From an optimization exercise on the open Yosys and OpenROAD flow, aimed at small area; shortcuts taken in it are not production practice.
At most, simulation tests tie the RTL to the original design; equivalence was not proved.

==> job 8588: inputs <==
==> flow/design.v <==
package lcdseq_pkg;
  localparam logic [3:0] ACT_CHAR      = 4'd0;
  localparam logic [3:0] ACT_COMMAND   = 4'd1;
  localparam logic [3:0] ACT_CLEAR     = 4'd2;
  localparam logic [3:0] ACT_CURSOR    = 4'd3;
  localparam logic [3:0] ACT_SHOW_BYTE = 4'd4;
  localparam logic [3:0] ACT_SHOW_WORD = 4'd5;
  localparam logic [3:0] ACT_INIT      = 4'd6;
  localparam logic [3:0] ACT_CURS_ON   = 4'd7;
  localparam logic [3:0] ACT_CURS_OFF  = 4'd8;
  localparam int F_BYTE  = 12;   
  localparam int F_RS    = 13;   
  localparam int F_INIT  = 14;   
  localparam int F_CLEAR = 15;   
endpackage
module lcdseq_front (
  input  logic [3:0]  action,
  input  logic [7:0]  data_byte,
  input  logic [5:0]  column,
  input  logic        row,
  input  logic [15:0] number,
  output logic [16:0] ent,
  output logic        ent_valid
);
  logic [15:0] pay;
  logic [7:0]  byte_val;
  logic        word;
  always_comb begin
    word      = 1'b0;
    pay       = 16'h0000;
    byte_val  = data_byte;
    ent_valid = 1'b1;
    case (action)
      lcdseq_pkg::ACT_CHAR: begin
        pay[lcdseq_pkg::F_BYTE] = 1'b1;
        pay[lcdseq_pkg::F_RS]   = 1'b1;
      end
      lcdseq_pkg::ACT_COMMAND:   pay[lcdseq_pkg::F_BYTE] = 1'b1;
      lcdseq_pkg::ACT_CLEAR: begin
        pay[lcdseq_pkg::F_INIT]  = 1'b1;
        pay[lcdseq_pkg::F_CLEAR] = 1'b1;
      end
      lcdseq_pkg::ACT_CURSOR: begin
        pay[lcdseq_pkg::F_BYTE] = 1'b1;
        byte_val = {1'b1, row, column};
      end
      lcdseq_pkg::ACT_SHOW_BYTE: byte_val = number[7:0];
      lcdseq_pkg::ACT_SHOW_WORD: word = 1'b1;
      lcdseq_pkg::ACT_INIT:      pay[lcdseq_pkg::F_INIT] = 1'b1;
      lcdseq_pkg::ACT_CURS_ON: begin
        pay[lcdseq_pkg::F_BYTE] = 1'b1;
        byte_val = 8'h0f;
      end
      lcdseq_pkg::ACT_CURS_OFF: begin
        pay[lcdseq_pkg::F_BYTE] = 1'b1;
        byte_val = 8'h0c;
      end
      default:                   ent_valid = 1'b0;
    endcase
    pay[9:2] = byte_val;
    if (word) pay = number;
  end
  assign ent = {word, pay};
endmodule
module lcdseq_fifo #(
  parameter int EW = 17
) (
  input  logic          clk,
  input  logic          rst_n,
  input  logic          push,
  input  logic [EW-1:0] push_ent,
  input  logic          pop,
  output logic [EW-1:0] head,
  output logic          head_valid,
  output logic          full
);
  logic [EW-1:0] s0, s1;
  logic          ne_r, full_r;
  assign head       = s0;
  assign head_valid = ne_r;
  assign full       = full_r;
  always_ff @(posedge clk) begin
    if (!rst_n) begin
      ne_r   <= 1'b0;
      full_r <= 1'b0;
    end else begin
      if (push && !pop) begin
        ne_r   <= 1'b1;
        full_r <= ne_r;
      end else if (pop && !push) begin
        ne_r   <= full_r;
        full_r <= 1'b0;
      end
    end
  end
  always_ff @(posedge clk) begin
    if (!full_r) begin
      s1 <= push_ent;
    end
    if (pop || !ne_r) begin
      s0 <= full_r ? s1 : push_ent;
    end
  end
endmodule
module lcdseq_back (
  input  logic        clk,
  input  logic        rst_n,
  input  logic [16:0] head,
  input  logic        head_valid,
  output logic        pop,
  output logic        out_valid,
  input  logic        out_stall,
  output logic [8:0]  out_step      
);
  localparam int F_BYTE  = lcdseq_pkg::F_BYTE;
  localparam int F_RS    = lcdseq_pkg::F_RS;
  localparam int F_INIT  = lcdseq_pkg::F_INIT;
  localparam int F_CLEAR = lcdseq_pkg::F_CLEAR;
  localparam logic [95:0] INIT_TAB = 96'hca0c60b209a0b228a38e3020;
  logic [16:0] w_r;                   
  logic        dig_r;
  logic [1:0]  dq_r;                  
  logic [3:0]  idx_r;
  logic        ov_r;
  logic        o_strobe, o_rs, o_wc0, o_last;
  logic [3:0]  o_nib;
  logic        busy, adv, last, take;
  logic        head_dig;
  logic [3:0]  start;
  logic        s_strobe, s_rs, s_wc0;
  logic [3:0]  s_nib;
  logic [2:0]  place;
  logic        hi_step, first4;
  logic [12:0] k1, k2, r1, r2;
  logic        q1, q2;
  assign busy = (idx_r != 4'd0);
  assign adv  = busy && (!ov_r || !out_stall);
  assign last = (idx_r == 4'd15);
  assign take = !busy || (adv && last);
  assign pop  = take && head_valid;
  assign head_dig = head[16] || !(head[F_BYTE] || head[F_INIT]);
  always_comb begin
    if (head[16])          start = 4'd6;
    else if (head[F_BYTE]) start = 4'd14;
    else if (head[F_INIT]) start = head[F_CLEAR] ? 4'd12 : 4'd1;
    else                   start = 4'd10;
  end
  assign place   = ~idx_r[3:1];
  assign hi_step = !idx_r[0];
  assign first4  = hi_step && (place == 3'd4);    
  always_comb begin
    logic [12:0] u1, u2, u4, u8;
    case (place)
      3'd0:    u1 = 13'd1;
      3'd1:    u1 = 13'd5;
      3'd2:    u1 = 13'd25;
      3'd3:    u1 = 13'd125;
      default: u1 = 13'd625;
    endcase
    u2 = u1 << 1;
    u4 = u1 << 2;
    u8 = u1 << 3;
    if (first4)        k1 = 13'd0;
    else if (w_r[16])  k1 = u2;
    else               k1 = hi_step ? -u8 : -u2;
    r1 = w_r[16:4] + k1;
    q1 = !r1[12] && !first4;
    k2 = hi_step ? (r1[12] ? u4 : -u4) : (r1[12] ? u1 : -u1);
    r2 = r1 + k2;
    q2 = !r2[12];
  end
  always_comb begin
    s_strobe = 1'b1;
    s_rs     = 1'b0;
    s_wc0    = 1'b0;
    s_nib    = 4'h0;
    if (dig_r) begin
      s_rs  = 1'b1;
      s_nib = idx_r[0] ? {dq_r, q1, q2} : 4'h3;
    end else if (w_r[F_INIT]) begin
      {s_strobe, s_wc0, s_nib} = INIT_TAB[6*idx_r +: 6];
    end else begin
      s_rs  = w_r[F_RS];
      s_nib = idx_r[0] ? w_r[5:2] : w_r[9:6];
    end
  end
  always_ff @(posedge clk) begin
    if (!rst_n) begin
      idx_r <= 4'd0;
      ov_r  <= 1'b0;
    end else begin
      if (pop)      idx_r <= start;
      else if (adv) idx_r <= idx_r + 4'd1;
      if (adv)             ov_r <= 1'b1;
      else if (!out_stall) ov_r <= 1'b0;
    end
  end
  always_ff @(posedge clk) begin
    if (take) begin
      w_r   <= {1'b0, head[15:0]};
      dig_r <= head_dig;
    end else if (adv && dig_r) begin
      if (hi_step) w_r <= {r2, w_r[3:0]};
      else         w_r <= {r2[11:0], w_r[3:0], 1'b0};
    end
    if (adv) begin
      dq_r     <= {q1, q2};
      o_strobe <= s_strobe;
      o_rs     <= s_rs;
      o_nib    <= s_nib;
      o_wc0    <= s_wc0;
      o_last   <= last;
    end
  end
  assign out_valid = ov_r;
  assign out_step  = {o_strobe, o_rs, o_nib, !o_strobe, o_wc0, o_last};
endmodule
module char_lcd_nibble_command_sequencer (
  input  logic        clk,
  input  logic        rst_n,
  input  logic        in_valid,
  output logic        in_stall,
  input  logic [3:0]  in_action,
  input  logic [7:0]  in_data_byte,
  input  logic [5:0]  in_column,
  input  logic        in_row,
  input  logic [15:0] in_number,
  output logic        out_valid,
  input  logic        out_stall,
  output logic        out_strobe_res,
  output logic        out_register_select,
  output logic [3:0]  out_nibble,
  output logic [1:0]  out_wait_class,
  output logic        out_last
);
  logic [16:0] ent, head;
  logic        ent_valid, head_valid, q_full, q_push, q_pop;
  logic [8:0]  step;
  lcdseq_front u_front (
    .action    (in_action),
    .data_byte (in_data_byte),
    .column    (in_column),
    .row       (in_row),
    .number    (in_number),
    .ent       (ent),
    .ent_valid (ent_valid)
  );
  assign in_stall = q_full;
  assign q_push   = in_valid && !q_full && ent_valid;
  lcdseq_fifo u_fifo (
    .clk        (clk),
    .rst_n      (rst_n),
    .push       (q_push),
    .push_ent   (ent),
    .pop        (q_pop),
    .head       (head),
    .head_valid (head_valid),
    .full       (q_full)
  );
  lcdseq_back u_back (
    .clk        (clk),
    .rst_n      (rst_n),
    .head       (head),
    .head_valid (head_valid),
    .pop        (q_pop),
    .out_valid  (out_valid),
    .out_stall  (out_stall),
    .out_step   (step)
  );
  assign {out_strobe_res, out_register_select, out_nibble, out_wait_class, out_last} = step;
endmodule
==> flow/flow/run.sh <==
#!/bin/bash
# Standard ORFS layout with three changes:
#  - synthesis maps logic with an area-only ABC script (no buffering or upsizing)
#    and without full-adder extraction; everything else in synthesis is standard,
#    so the registers and their names are the standard synthesis's;
#  - ports are buffered with sky130_fd_sc_hd__buf_1;
#  - CTS uses small clock buffers and no dummy loads.
set -euo pipefail
here=$(pwd)
rm -rf "$here/scripts_abc"
cp -r "$FLOW_HOME/scripts" "$here/scripts_abc"
cp "$here/flow/abc_area.script" "$here/scripts_abc/abc_area.script"

bash standard.sh SCRIPTS_DIR="$here/scripts_abc" ADDER_MAP_FILE= ABC_AREA=1 synth \
  > "$here/log_synth.txt" 2>&1

bash standard.sh \
  BUFFER_PORTS_ARGS="-buffer_cell sky130_fd_sc_hd__buf_1" \
  CTS_ARGS="$(cat "$here/flow/cts_args.txt")" \
  finish > "$here/log_layout.txt" 2>&1
==> flow/flow/abc_area.script <==
strash
dc2
dc2
dch -f
amap
==> flow/flow/cts_args.txt <==
-sink_clustering_enable -repair_clock_nets -dont_use_dummy_load -buf_list sky130_fd_sc_hd__clkbuf_2 sky130_fd_sc_hd__clkbuf_4 sky130_fd_sc_hd__clkbuf_8
==> flow/standard.sh <==
#!/bin/bash
# synth_recipe.tcl (not shown) runs the flow's synth.tcl, then flattens the netlist and writes it again
# the make line also repeats each setting of config.mk as NAME=value (left out here)
make -C /OpenROAD-flow-scripts/flow DESIGN_CONFIG=/design/flow/config.mk WORK_HOME=/design/flow/orfs CLKGATE_MAP_FILE= SYNTH_SCRIPT=/design/flow/synth_recipe.tcl "${@:-finish}"
==> flow/config.mk <==
export PLATFORM = sky130hd
export DESIGN_NAME = char_lcd_nibble_command_sequencer
export DESIGN_NICKNAME = char_lcd_nibble_command_sequencer
export VERILOG_FILES = /design/flow/design.v
export SDC_FILE = /design/flow/constraint.sdc
export NUM_CORES = 4
export LEC_CHECK = 0
export ABC_AREA = 1
export CAP_MARGIN = 20
export CORE_MARGIN = 2
export CORE_UTILIZATION = 40
export SLEW_MARGIN = 20
==> flow/constraint.sdc <==
create_clock -name core_clock -period 10.0 [get_ports {clk}]
set_input_delay 2.0000 -clock core_clock [delete_from_list [all_inputs] [get_ports {clk}]]
set_output_delay 2.0000 -clock core_clock [all_outputs]
set_load 0.01 [all_outputs]
==> inputs of job 7965, as changes to job 8588 <==
--- a/flow/design.v
+++ b/flow/design.v
@@ -118,3 +118,20 @@
   localparam int F_CLEAR = lcdseq_pkg::F_CLEAR;
-  localparam logic [95:0] INIT_TAB = 96'hca0c60b209a0b228a38e3020;
+  localparam logic [95:0] INIT_TAB = {
+    6'b1_1_0010,    
+    6'b1_0_0000,    
+    6'b1_1_0001,    
+    6'b1_0_0000,    
+    6'b1_0_1100,    
+    6'b1_0_0000,    
+    6'b1_0_0110,    
+    6'b1_0_0000,    
+    6'b1_0_1100,    
+    6'b1_0_0010,    
+    6'b1_0_0010,    
+    6'b1_0_0011,    
+    6'b1_0_0011,    
+    6'b1_0_0011,    
+    6'b0_0_0000,    
+    6'b1_0_0000     
+  };
   logic [16:0] w_r;                   
@@ -165,6 +182,7 @@
     else               k1 = hi_step ? -u8 : -u2;
-    r1 = w_r[16:4] + k1;
+    r1[12:1] = w_r[16:5] + k1[12:1];
+    r1[0]    = 1'b0;
     q1 = !r1[12] && !first4;
     k2 = hi_step ? (r1[12] ? u4 : -u4) : (r1[12] ? u1 : -u1);
-    r2 = r1 + k2;
+    r2 = {r1[12:1], w_r[4]} + k2;
     q2 = !r2[12];
@@ -202,3 +220,3 @@
     end else if (adv && dig_r) begin
-      if (hi_step) w_r <= {r2, w_r[3:0]};
+      if (hi_step) w_r <= {r2[12:1], w_r[4:0]};   
       else         w_r <= {r2[11:0], w_r[3:0], 1'b0};
==> flow/flow/cts_args.txt (replaced) <==
-sink_clustering_enable -repair_clock_nets -dont_use_dummy_load -buf_list sky130_fd_sc_hd__clkbuf_4
CAP_MARGIN = 0   (was 20)
CORE_UTILIZATION = 65   (was 40)
SLEW_MARGIN = 0   (was 20)
==> flow_metrics.py <==
metrics = {
    "logic_synthesis": {
        "syn_nets": 483,
        "synth-simple-area-share": 0.197,
        "ys_types": 36,
        "synthCells": 444,
        "yosys-top-cells-count": "nor2_1 (78), nand2_1 (73), edfxtp_1 (44), clkinv_1 (41), o21ai_0 (36)",
        "synth_top_area_share": 0.354,
        "synth-compound-area-share": 0.272,
        "yosysSeqAreaShare": 0.488,
        "synth_area_sq_um": 3730,
    },
    "placed_design": {
        "place_area_sq_um": 4020,
        "place_inst": 567,
        "pre_cts_slack_ns": 2.10,
    },
    "floorplanning": {
        "placementRows": 27,
        "dieHeight_um": 79.8,
    },
    "run_status": {
        "status": "timing/DRC/antenna clean",
    },
}
[end of results for job 7965]
==> flow_metrics.py <==
metrics = {
    "logic_synthesis": {
        "syn_nets": 492,
        "ys_types": 39,
        "yosysSeqAreaShare": 0.481,
        "synth_top_area_share": 0.349,
        "synth_area_sq_um": 3790,
    },
    "run_status": {
        "failing_step": "clock tree synthesis (4_1_cts)",
        "tool.error": "[ERROR STA-0564] clock_tree_synthesis positional arguments not supported.",
        "status": "aborted with a tool error",
    },
    "placed_design": {
        "pre_cts_slack_ns": 1.71,
        "place_inst": 612,
    },
}
[end of results for job 8588]
The RTL of job 8588 was laid out without a check of its function.

what the ideal ports hide:
The results above use ideal ports. As a check the final layout listed here was re-extracted and re-timed, cells and wires unchanged. Step 1 assumes that a clkbuf_16 drives the clock port and a buf_2 every other input. Step 2 times the ports against the registers' clock, not the clock port: input delays grow and output delays shrink by t, the midpoint of the rising clock arrivals with the driver on. Slacks: ideal ports / drivers / drivers and shift; pairs: ideal ports / drivers.
run: job 7965
t (ns): 0.418
slack for setup (ns): 1.997 / 1.997 / 1.997
worst register clock-pin slew, ns: 0.12 / 0.12
After both steps job 7965 still meets setup and hold. The setup slack of job 7965 moves by 0.000 ns with the drivers and by 0.000 ns with both steps.
